What follows belongs to an exercise in optimizing a design on an open flow for small area, a short achievable clock period and few clock cycles per item; a production flow would make more cautious choices.
At most, simulation tests tie the RTL to the original design; equivalence was not proved.

## the reference run
// julia_pixel_engine
module julia_pixel_engine #(
  parameter int H_RES    = 640,
  parameter int V_RES    = 480,
  parameter int MAX_ITER = 255,
  parameter int FRAC     = 12
) (
  input  logic        clk,
  input  logic        reset_n,
  input  logic        start,
  input  logic        abort,
  input  logic [15:0] c_re,
  input  logic [15:0] c_im,
  input  logic [15:0] re_start,
  input  logic [15:0] im_start,
  input  logic [15:0] step,
  output logic        draw,
  input  logic        draw_ready,
  output logic [9:0]  x,
  output logic [9:0]  y,
  output logic [7:0]  i,
  output logic        busy,
  output logic        frame_done
);
==> flow/config.mk <==
export PLATFORM = sky130hd
export DESIGN_NAME = julia_pixel_engine
export DESIGN_NICKNAME = julia_pixel_engine
export VERILOG_FILES = /design/flow/design.v
export SDC_FILE = /design/flow/constraint.sdc
export NUM_CORES = 4
export LEC_CHECK = 0
export CAP_MARGIN = 20
export CORE_MARGIN = 2
export CORE_UTILIZATION = 40
export PLACE_DENSITY = 0.6
export SLEW_MARGIN = 20
==> flow/constraint.sdc <==
create_clock -name core_clock -period 11.0 [get_ports {clk}]
set_input_delay 2.2000 -clock core_clock [delete_from_list [all_inputs] [get_ports {clk}]]
set_output_delay 2.2000 -clock core_clock [all_outputs]
set_load 0.01 [all_outputs]
standard.sh (not shown) runs the stock make flow with config.mk's settings and CLKGATE_MAP_FILE= SYNTH_SCRIPT=/design/flow/synth_recipe.tcl, a recipe that flattens the netlist after the stock synthesis.
==> flow/flow/run.sh <==
#!/bin/bash
# Standard ORFS layout (the standard.sh, unchanged synthesis), with the resizer's
# setup repair aimed below the clock period: repair_timing gets a setup margin so that
# it keeps improving paths after the 11 ns constraint is met.
set -euo pipefail
export SETUP_SLACK_MARGIN=7.7
bash standard.sh > flow_standard.log 2>&1
Every stage of the flow completed for the reference run, and the final layout passed the timing, design-rule and antenna checks.
--- input diff the reference run..the trial run ---
-- flow/flow/run.sh --
<<< the reference run, line 5
set -euo pipefail
export SETUP_SLACK_MARGIN=7.7
bash standard.sh > flow_standard.log 2>&1
>>> the trial run, line 5
set -euo pipefail
export SETUP_SLACK_MARGIN=7.4
bash standard.sh > flow_standard.log 2>&1
Results
The trial run ended up with a lower post-CTS repair timing setup buffer count than the reference run did. Sequential share of layout area is higher on the trial run. Final area: the trial run vs the reference run down 1.6%. [compare] base=the reference run new=the trial run: final-layout worst hold slack was more or less identical; proportion of final cell area spent on non-clock buffers went down by 1.1 points; wire length went down by about 2%; core occupancy in the finished layout went down by 0.76 points; arrival time at the worst endpoint went up by 0.04 ns.
No run of this note included a check of the RTL's function; only the layout flow was run.


== old ==
Another version of the RTL of julia_pixel_engine (not shown whole).
Size: ~3200 cells after synthesis, about 510 flip-flops, about 120 I/O pins, about 33000 sq um of cells after synthesis.
==> flow/design.v (excerpt) <==
module julia_pixel_engine #(
  parameter int H_RES    = 640,
  parameter int V_RES    = 480,
  parameter int MAX_ITER = 255,
  parameter int FRAC     = 12
) (
  input  logic        clk,
  input  logic        reset_n,
  input  logic        start,
  input  logic        abort,
  input  logic [15:0] c_re,
  input  logic [15:0] c_im,
  input  logic [15:0] re_start,
  input  logic [15:0] im_start,
  input  logic [15:0] step,
  output logic        draw,
  input  logic        draw_ready,
  output logic [9:0]  x,
  output logic [9:0]  y,
  output logic [7:0]  i,
  output logic        busy,
  output logic        frame_done
);
  localparam logic [9:0] X_LAST   = 10'(H_RES - 1);
  localparam logic [9:0] Y_LAST   = 10'(V_RES - 1);
  localparam logic [7:0] ITER_CAP = 8'(MAX_ITER);
  localparam int         NRES     = 6;    
  localparam int         TW       = 3;
  logic busy_q, done_q, draw_q;
  logic busy_o, draw_o;           
  logic run;
  assign run = busy_q & ~done_q;
  logic [15:0] cre_q, cim_q, re0_q, step_q;
  logic [15:0] cur_re, cur_im;
  logic [9:0]  xg;
  logic [9:0]  xo, yo;
  logic [7:0]  io;
  logic [13:0]   ur1, ui1;       
  logic          sr1, si1;       
  logic          x01;            
  logic bone0;
  logic btwo0;
  logic bneg0;
  logic bnegx0;
  logic bone1;
  logic btwo1;
  logic bneg1;
  logic bnegx1;
  ...
Settings: LEC_CHECK=0, CAP_MARGIN=20, CORE_MARGIN=2, CORE_UTILIZATION=55, PLACE_DENSITY=0.75, SLEW_MARGIN=20; clock period 11.0 ns.
==> flow/flow/run.sh <==
#!/bin/bash
# Standard ORFS layout (the standard.sh, unchanged synthesis), with the resizer's
# setup repair aimed below the clock period: repair_timing gets a setup margin so that
# it keeps improving paths after the 11 ns constraint is met. The make output goes to
# flow_standard.log here; ORFS's own per-step logs are under orfs/logs.
set -euo pipefail
export SETUP_SLACK_MARGIN=7.6
bash standard.sh > flow_standard.log 2>&1
old did not stop at any stage, and its layout met the timing, design-rule and antenna checks.
Testbench counts of old, summed over its fixed seeds: cycles 2,658,186, pixels 61,440.
--- input diff old..new ---
- PLACE_DENSITY now 0.6, was 0.75
- CORE_UTILIZATION now 40, was 55
## What came out
Diff old -> new | global-route met3 utilization | decrease of 2.4 points
new against old: proportion of layout cells with a drive suffix above 1 grew by 0.34 points, total wire length after detailed routing shrank by 660 microns, arrival time of data at the critical path endpoint grew by 0.02 ns.

[port drivers added, routing unchanged]
The results above use ideal ports. As a check the final layouts listed here were re-extracted and re-timed, cells and wires unchanged. Step 1 (the two cells are an assumption about what drives the block):
set clk [get_ports {clk}]
set_driving_cell -lib_cell sky130_fd_sc_hd__clkbuf_16 $clk
set_driving_cell -lib_cell sky130_fd_sc_hd__buf_2 [delete_from_list [all_inputs] $clk]
Step 2 also shifts input and output timing later by t, the mid clock arrival at the registers, as if the neighbouring blocks saw the same clock. a / b / c = ideal ports / drivers / drivers and shift; a / b = the first two.
run | t (ns) | slack for setup (ns) | clock arrival spread, ns
the reference run | 0.699 | 7.124 / 7.124 / 7.124 | 0.050 / 0.050
the trial run | 0.703 | 7.074 / 7.074 / 6.814 | 0.046 / 0.045
old | 0.682 | 7.363 / 7.363 / 6.833 | 0.025 / 0.024
new | 0.694 | 7.402 / 7.402 / 6.949 | 0.035 / 0.035
After both steps every run listed still meets setup and hold. For old, which loses most, drivers alone change the setup slack by 0.000 ns; drivers and shift together by -0.530 ns.
